From an optimization exercise on the open Yosys and OpenROAD flow, aimed at small area; shortcuts taken in it are not production practice.
Only simulation tests tie the RTL to the original design; equivalence was not proved.
No driver is modelled on the clock port, so clocking that relies on it looks cheaper here than on a real chip.
Power figures rest on the tool's default switching activity, not on a simulated workload.

== wip/sierra ==
==> flow/design.v <==
`timescale 1ns/100ps
`timescale 1ns/100ps
`timescale 1ns/100ps
`timescale 1ns/100ps
`timescale 1ns/100ps
`timescale 1ns/100ps
`timescale 1ns/100ps
`timescale 1ns/100ps
`timescale 1ns/100ps
module lc4_cpu (
   input  logic        gwe,
   input  logic        i_arst_n,
   input  logic [15:0] i_imem_insn,
   output logic [15:0] o_imem_addr,
   input  logic [15:0] i_dmem_data,
   output logic [15:0] o_dmem_addr,
   output logic        o_dmem_we,
   output logic [15:0] o_dmem_wdata,
   output logic        o_retire_valid,
   output logic [15:0] o_retire_pc,
   output logic [15:0] o_retire_insn,
   output logic        o_retire_we,
   output logic [2:0]  o_retire_wsel,
   output logic [15:0] o_retire_data
);
   logic       init;     
   logic [2:0] ph;       
   logic       rot;      
   logic       last;
   assign last = (ph == 3'd7);
   always_ff @(posedge gwe or negedge i_arst_n) begin
      if (!i_arst_n) begin
         init <= 1'b1;
         ph   <= 3'd0;
         rot  <= 1'b0;
      end else begin
         ph <= ph + 3'd1;
         if (last) begin
            init <= 1'b0;
            rot  <= ~rot & ~init;
         end
      end
   end
   logic [15:0] insn;
   logic [3:0]  op;
   logic        is_br, is_arith, is_logic, is_ldr, is_str, is_const, is_jmp, is_jmpr;
   logic        regwe, cond, taken_rel;
   logic        nf, zf;    
   assign insn     = i_imem_insn;
   assign op       = insn[15:12];
   assign is_br    = (op == 4'b0000);
   assign is_arith = (op == 4'b0001);
   assign is_logic = (op == 4'b0101);
   assign is_ldr   = (op == 4'b0110);
   assign is_str   = (op == 4'b0111);
   assign is_const = (op == 4'b1001);
   assign is_jmp   = (op == 4'b1100);
   assign is_jmpr  = is_jmp & ~insn[11];
   assign regwe = (is_arith & (insn[5] | ~insn[3])) | is_logic | is_ldr | is_const;
   assign cond      = (insn[11] & nf) | (insn[10] & zf) | (insn[9] & ~nf & ~zf);
   assign taken_rel = (is_br & cond) | (is_jmp & insn[11]);
   logic        w5, w6, w9, sgn;
   logic [15:0] imm;
   assign w5  = is_arith | is_logic;
   assign w6  = is_ldr | is_str;
   assign w9  = is_br | is_const;
   assign sgn = w5 ? insn[4] : w6 ? insn[5] : w9 ? insn[8] : insn[10];
   always_comb begin
      imm        = {16{sgn}};
      imm[4:0]   = insn[4:0];
      if (!w5)        imm[5]    = insn[5];
      if (!w5 && !w6) imm[8:6]  = insn[8:6];
      if (!w5 && !w6 && !w9) imm[10:9] = insn[10:9];
      if (rot && !taken_rel) imm = 16'd0;
   end
   logic [15:0] rf [8];    
   logic [15:0] pc_q;      
   logic [15:0] a_q;       
   logic [15:0] b_q;       
   logic [1:0]  rs_dig, rt_dig, pc_dig, imm_dig;
   logic [2:0]  rt_sel;
   assign rt_sel  = is_str ? insn[11:9] : insn[2:0];
   assign rs_dig  = rf[insn[8:6]][1:0];
   assign rt_dig  = rf[rt_sel][1:0];
   assign pc_dig  = pc_q[{ph, 1'b0} +: 2];
   assign imm_dig = imm[{ph, 1'b0} +: 2];
   logic       sub, cin0, c_in, c_q, use_rt;
   logic [1:0] opa, opb;
   logic [2:0] sum;
   assign use_rt = ~rot & w5 & ~insn[5];
   assign sub    = ~rot & is_arith & ~insn[5] & insn[4];
   assign cin0   = rot ? ~is_jmpr : sub;
   assign c_in   = (ph == 3'd0) ? cin0 : c_q;
   assign opa    = (rot & ~is_jmpr) ? pc_dig : rs_dig;
   assign opb    = (use_rt ? rt_dig : imm_dig) ^ {2{sub}};
   assign sum    = {1'b0, opa} + {1'b0, opb} + {2'b00, c_in};
   always_ff @(posedge gwe) c_q <= sum[2];
   logic [1:0] alu, b_in, a_in;
   logic [3:0] tt;
   logic [1:0] y;
   logic       use_sum;
   assign y       = is_str ? rt_dig : opb;
   assign use_sum = ~(is_logic | is_const | is_str | is_ldr);
   always_comb begin
      if (is_logic & ~insn[5]) begin
         case (insn[4:3])
            2'b00:   tt = 4'b1000;    
            2'b01:   tt = 4'b0011;    
            2'b10:   tt = 4'b1110;    
            default: tt = 4'b0110;    
         endcase
      end else if (is_logic)
         tt = 4'b1000;                
      else if (is_ldr)
         tt = 4'b0000;                
      else
         tt = 4'b1010;                
   end
   assign alu = use_sum ? sum[1:0] : {tt[{rs_dig[1], y[1]}], tt[{rs_dig[0], y[0]}]};
   assign b_in = rot ? b_q[1:0] : alu;
   assign a_in = init ? {(ph == 3'd4) | (ph == 3'd7), 1'b0} : sum[1:0];
   logic ld_now;
   assign ld_now = rot & (ph == 3'd0) & is_ldr;
   always_ff @(posedge gwe) begin
      a_q <= {a_in, a_q[15:2]};
      b_q <= {b_in, b_q[15:2]} | ({i_dmem_data[1:0], i_dmem_data[15:2]} & {16{ld_now}});
      if (last & (rot | init))
         pc_q <= {a_in, a_q[15:2]};
   end
   always_ff @(posedge gwe) begin
      if (last & (init | (rot & regwe))) begin
         nf <= b_q[1] & ~init;
         zf <= (b_q == 16'd0) | init;
      end
   end
   logic [1:0] w_dig;
   assign w_dig = (ld_now ? i_dmem_data[1:0] : b_q[1:0]) & {2{~init}};
   always_ff @(posedge gwe) begin
      for (int k = 0; k < 8; k++) begin
         if (init | (rot & regwe & (insn[11:9] == 3'(k))))
            rf[k] <= {w_dig, rf[k][15:2]};
         else
            rf[k] <= {rf[k][1:0], rf[k][15:2]};
      end
   end
   assign o_imem_addr    = pc_q;
   assign o_dmem_addr    = a_q;
   assign o_dmem_wdata   = b_q;
   assign o_dmem_we      = ~init & rot & (ph == 3'd0) & is_str;
   assign o_retire_valid = ~init & rot & last;
   assign o_retire_pc    = pc_q;
   assign o_retire_insn  = insn;
   assign o_retire_we    = regwe;
   assign o_retire_wsel  = insn[11:9];
   assign o_retire_data  = {b_q[1:0], b_q[15:2]};
endmodule
==> flow/config.mk <==
export PLATFORM = sky130hd
export DESIGN_NAME = lc4_cpu
export DESIGN_NICKNAME = lc4_cpu
export VERILOG_FILES = /design/flow/design.v
export SDC_FILE = /design/flow/constraint.sdc
export NUM_CORES = 4
export LEC_CHECK = 0
export ABC_AREA = 1
export CAP_MARGIN = 20
export CORE_MARGIN = 2
export CORE_UTILIZATION = 40
export CTS_BUF_LIST = sky130_fd_sc_hd__clkbuf_8
export PLACE_DENSITY = 0.6
export SLEW_MARGIN = 20
==> flow/constraint.sdc <==
create_clock -name core_clock -period 5.2 [get_ports {gwe}]
set_input_delay 1.0400 -clock core_clock [delete_from_list [all_inputs] [get_ports {gwe}]]
set_output_delay 1.0400 -clock core_clock [all_outputs]
set_load 0.01 [all_outputs]
standard.sh (not shown) runs the stock make flow with config.mk's settings and CLKGATE_MAP_FILE= SYNTH_SCRIPT=/design/flow/synth_recipe.tcl, a recipe that flattens the netlist after the stock synthesis.
==> flow/flow/run.sh <==
#!/bin/bash
# Layout: the standard flow (standard.sh) with these changes:
#  - the port buffers are sky130_fd_sc_hd__buf_1 (BUFFER_PORTS_ARGS);
#  - clock tree synthesis inserts no dummy loads (CTS_ARGS);
#  - synthesis maps the logic with flow/abc.script in place of ORFS's abc
#    script. It is synth_recipe.tcl with a wrapper around yosys abc that swaps
#    the -script argument; everything else in synthesis, registers included,
#    is as synth_recipe.tcl makes it.
# Each tool's output goes to a log in this folder: synth_tcl.log (the script),
# standard.log (make and every ORFS step; ORFS's own per-step logs are under orfs/logs).
set -euo pipefail
here=$(pwd)
export BUFFER_PORTS_ARGS="-buffer_cell sky130_fd_sc_hd__buf_1"
export MY_ABC_SCRIPT="$here/flow/abc.script"
export CTS_ARGS="-sink_clustering_enable -repair_clock_nets -buf_list sky130_fd_sc_hd__clkbuf_16 -sink_clustering_size 30 -dont_use_dummy_load"
{
  head -n 1 synth_recipe.tcl
  cat <<'TCL'
proc abc {args} {
  set i [lsearch -exact $args -script]
  if {$i >= 0} {
    set args [lreplace $args $i [expr {$i + 1}] -script $::env(MY_ABC_SCRIPT)]
  }
  yosys abc {*}$args
}
TCL
  tail -n +2 synth_recipe.tcl
} > my_synth.tcl
cp my_synth.tcl synth_tcl.log
sed "s#SYNTH_SCRIPT=[^ ]*#SYNTH_SCRIPT=$here/my_synth.tcl#" standard.sh > my_standard.sh
grep -q "SYNTH_SCRIPT=$here/my_synth.tcl" my_standard.sh
bash my_standard.sh > standard.log 2>&1
==> flow/flow/abc.script <==
strash; dch; amap; topo; stime -c
Setup changes, wip/sierra to wip/xenon
-- flow/flow/run.sh --
<<< wip/sierra, line 1
#!/bin/bash
# Layout: the standard flow (standard.sh) with these changes:
#  - the port buffers are sky130_fd_sc_hd__buf_1 (BUFFER_PORTS_ARGS);
>>> wip/xenon, line 1
#!/bin/bash
# Layout: the standard flow (standard.sh) with two changes:
#  - the port buffers are sky130_fd_sc_hd__buf_1 (BUFFER_PORTS_ARGS);
<<< wip/sierra, line 14
export MY_ABC_SCRIPT="$here/flow/abc.script"
export CTS_ARGS="-sink_clustering_enable -repair_clock_nets -buf_list sky130_fd_sc_hd__clkbuf_16 -sink_clustering_size 30 -dont_use_dummy_load"
{
>>> wip/xenon, line 14
export MY_ABC_SCRIPT="$here/flow/abc.script"
export CTS_ARGS="-sink_clustering_enable -repair_clock_nets -buf_list sky130_fd_sc_hd__clkbuf_8 -dont_use_dummy_load"
{
[summary]
Re highest clock frequency the design can meet: wip/xenon is about 0.8% up on wip/sierra. wip/xenon: all stages complete, timing, DRC and antenna checks passed. Changes observed in wip/xenon relative to wip/sierra: cell area after synthesis held, worst clock skew now larger, final worst hold slack has decreased. wip/xenon: design area lower than wip/sierra. wip/xenon vs wip/sierra: aggregate routed wire length down slightly. Of wip/sierra and wip/xenon, the lower net switching component of the power belongs to wip/xenon. Clock power (lower): wip/xenon. On share of the final layout cell area in multi-input gates: between wip/sierra and wip/xenon, it ends up lower for wip/sierra. wip/xenon vs wip/sierra on per-cell routed wire length: wip/xenon is the lower one.
Edits applied to the flow inputs when going from wip/xenon to wip/violet:
Settings: CORE_UTILIZATION: 40 -> 60; PLACE_DENSITY: 0.6 -> 0.75.
-- flow/flow/run.sh --
<<< wip/xenon, line 1
#!/bin/bash
# Layout: the standard flow (standard.sh) with two changes:
#  - the port buffers are sky130_fd_sc_hd__buf_1 (BUFFER_PORTS_ARGS);
>>> wip/violet, line 1
#!/bin/bash
# Layout: the standard flow (standard.sh) with these changes:
#  - the port buffers are sky130_fd_sc_hd__buf_1 (BUFFER_PORTS_ARGS);
==> comparison <==
wip/violet: clock group power about 0.7% below wip/xenon
wip/xenon -> wip/violet: biggest fanout along the worst timing path delta 0, exact match
Compared wip/violet vs wip/xenon, and share of the clock period used by the worst path after layout is up in wip/violet.
The setup slack number comes out higher for wip/xenon vs wip/violet.
For wip/umber, these inputs were changed with respect to wip/violet:
Settings: swapping 0.75 for 0.6 in PLACE_DENSITY; swapping 60 for 40 in CORE_UTILIZATION.
-- flow/flow/run.sh --
<<< wip/violet, line 3
#  - the port buffers are sky130_fd_sc_hd__buf_1 (BUFFER_PORTS_ARGS);
#  - clock tree synthesis inserts no dummy loads (CTS_ARGS);
#  - synthesis maps the logic with flow/abc.script in place of ORFS's abc
>>> wip/umber, line 3
#  - the port buffers are sky130_fd_sc_hd__buf_1 (BUFFER_PORTS_ARGS);
#  - clock tree synthesis inserts no dummy loads (CTS_ARGS), and after it
#    flow/post_cts.tcl swaps clock buffers for smaller ones where the clock
#    slew stays low (POST_CTS_TCL);
#  - synthesis maps the logic with flow/abc.script in place of ORFS's abc
<<< wip/violet, line 14
export MY_ABC_SCRIPT="$here/flow/abc.script"
export CTS_ARGS="-sink_clustering_enable -repair_clock_nets -buf_list sky130_fd_sc_hd__clkbuf_8 -dont_use_dummy_load"
>>> wip/umber, line 16
export MY_ABC_SCRIPT="$here/flow/abc.script"
export POST_CTS_TCL="$here/flow/post_cts.tcl"
export CTS_ARGS="-sink_clustering_enable -repair_clock_nets -buf_list sky130_fd_sc_hd__clkbuf_8 -dont_use_dummy_load"
==> flow/flow/post_cts.tcl (new file) <==
set small_cell sky130_fd_sc_hd__clkbuf_4
set slew_cap_ps 100.0

proc clk_load_slew_ps { inst } {
  set worst 0.0
  set net [get_nets -of_objects [get_pins [get_full_name $inst]/X]]
  foreach pin [get_pins -of_objects $net] {
    if { [get_property $pin direction] ne "input" } { continue }
    foreach prop {slew_max_rise slew_max_fall} {
      set s [sta::time_sta_ui [get_property $pin $prop]]
      if { $s > $worst } { set worst $s }
    }
  }
  return $worst
}

estimate_parasitics -placement
set swapped 0
foreach inst [get_cells *] {
  set master [get_property $inst ref_name]
  if { $master ne "sky130_fd_sc_hd__clkbuf_8" } { continue }
  set name [get_full_name $inst]
  replace_cell $name $small_cell
  estimate_parasitics -placement
  set s [clk_load_slew_ps $inst]
  if { $s > $slew_cap_ps } {
    replace_cell $name $master
    estimate_parasitics -placement
    puts "post_cts: keep $name ($master): [format %.1f $s] ps with $small_cell"
  } else {
    incr swapped
    puts "post_cts: $name -> $small_cell: [format %.1f $s] ps"
  }
}
puts "post_cts: swapped $swapped clock buffers"
detailed_placement
check_placement -verbose
## What came out
Compared with wip/violet, wip/umber shows a higher area enclosed by the die boundary.
Taking wip/violet as the reference, in wip/umber power share of the combinational group grew by 0.2 points; internal power consumption held steady; post-route standard cell area excluding fillers grew by 64 sq um; worst setup slack grew by 0.015 ns.
Compared with wip/violet, first-pass GRT wire length in wip/umber increased by a few percent.
Multi-input combinational cell count: wip/umber vs wip/violet identical
For wip/cedar, these inputs were changed with respect to wip/umber:
-- flow/flow/run.sh --
<<< wip/umber, line 3
#  - the port buffers are sky130_fd_sc_hd__buf_1 (BUFFER_PORTS_ARGS);
#  - clock tree synthesis inserts no dummy loads (CTS_ARGS), and after it
#    flow/post_cts.tcl swaps clock buffers for smaller ones where the clock
#    slew stays low (POST_CTS_TCL);
#  - synthesis maps the logic with flow/abc.script in place of ORFS's abc
>>> wip/cedar, line 3
#  - the port buffers are sky130_fd_sc_hd__buf_1 (BUFFER_PORTS_ARGS);
#  - clock tree synthesis inserts no dummy loads (CTS_ARGS);
#  - synthesis maps the logic with flow/abc.script in place of ORFS's abc
<<< wip/umber, line 16
export MY_ABC_SCRIPT="$here/flow/abc.script"
export POST_CTS_TCL="$here/flow/post_cts.tcl"
export CTS_ARGS="-sink_clustering_enable -repair_clock_nets -buf_list sky130_fd_sc_hd__clkbuf_8 -dont_use_dummy_load"
{
>>> wip/cedar, line 14
export MY_ABC_SCRIPT="$here/flow/abc.script"
export CTS_ARGS="-sink_clustering_enable -repair_clock_nets -buf_list {sky130_fd_sc_hd__clkbuf_4 sky130_fd_sc_hd__clkbuf_8} -root_buf sky130_fd_sc_hd__clkbuf_8 -sink_clustering_buffer sky130_fd_sc_hd__clkbuf_4 -sink_buffer_max_cap_derate 0.5 -dont_use_dummy_load"
{
removed: flow/flow/post_cts.tcl
Notes after the runs:
- There was hardly any difference in final critical-path required period between wip/umber and wip/cedar.
- wip/cedar -> wip/umber: detailed-route wire length on metal 1 delta 0, exact match
- Share of power burned in the clock network delta (wip/cedar -> wip/umber): insignificant
- There was hardly any difference in boundary pin count between wip/umber and wip/cedar.
- wip/umber → wip/cedar: count of cell types in the netlist roughly the same, total power density per cell area stayed essentially flat, synthesized cell count roughly the same, smallest setup slack after layout ~0 delta, first-pass GRT wire length comparable.
- Compared with wip/umber, in wip/cedar simple-gate share of the synthesized area held steady; number of buffer and inverter stages on the critical path roughly the same.

[port drivers added, routing unchanged]
How much do the figures lean on ideal ports? The routed layouts below were timed once more, with nothing changed but the port constraints. Step 1 sets driving cells, clkbuf_16 on the clock port and buf_2 on the other inputs (assumed; they add their load-dependent delay and slew). Step 2, shift: input delay + t, output delay - t, t = (earliest + latest rising clock arrival at the registers) / 2. This alone moves slack from input paths to output paths. a / b / c = ideal / step 1 / step 2; a / b = the first two.
run	t (ns)	slack for setup (ns)	worst hold slack (ns)	worst register clock-pin slew, ns	worst data-port slew with drivers (ns)
wip/sierra	0.452	0.448 / 0.466 / 0.015	0.315 / 0.315 / 0.315	0.06 / 0.06	0.05
wip/xenon	0.470	0.484 / 0.499 / 0.029	0.308 / 0.308 / 0.308	0.09 / 0.09	0.05
wip/violet	0.452	0.469 / 0.479 / 0.027	0.307 / 0.307 / 0.307	0.09 / 0.09	0.05
wip/umber	0.470	0.484 / 0.499 / 0.029	0.308 / 0.308 / 0.308	0.09 / 0.09	0.05
wip/cedar	0.470	0.484 / 0.499 / 0.029	0.308 / 0.308 / 0.308	0.09 / 0.09	0.05
After both steps every run listed still meets setup and hold.
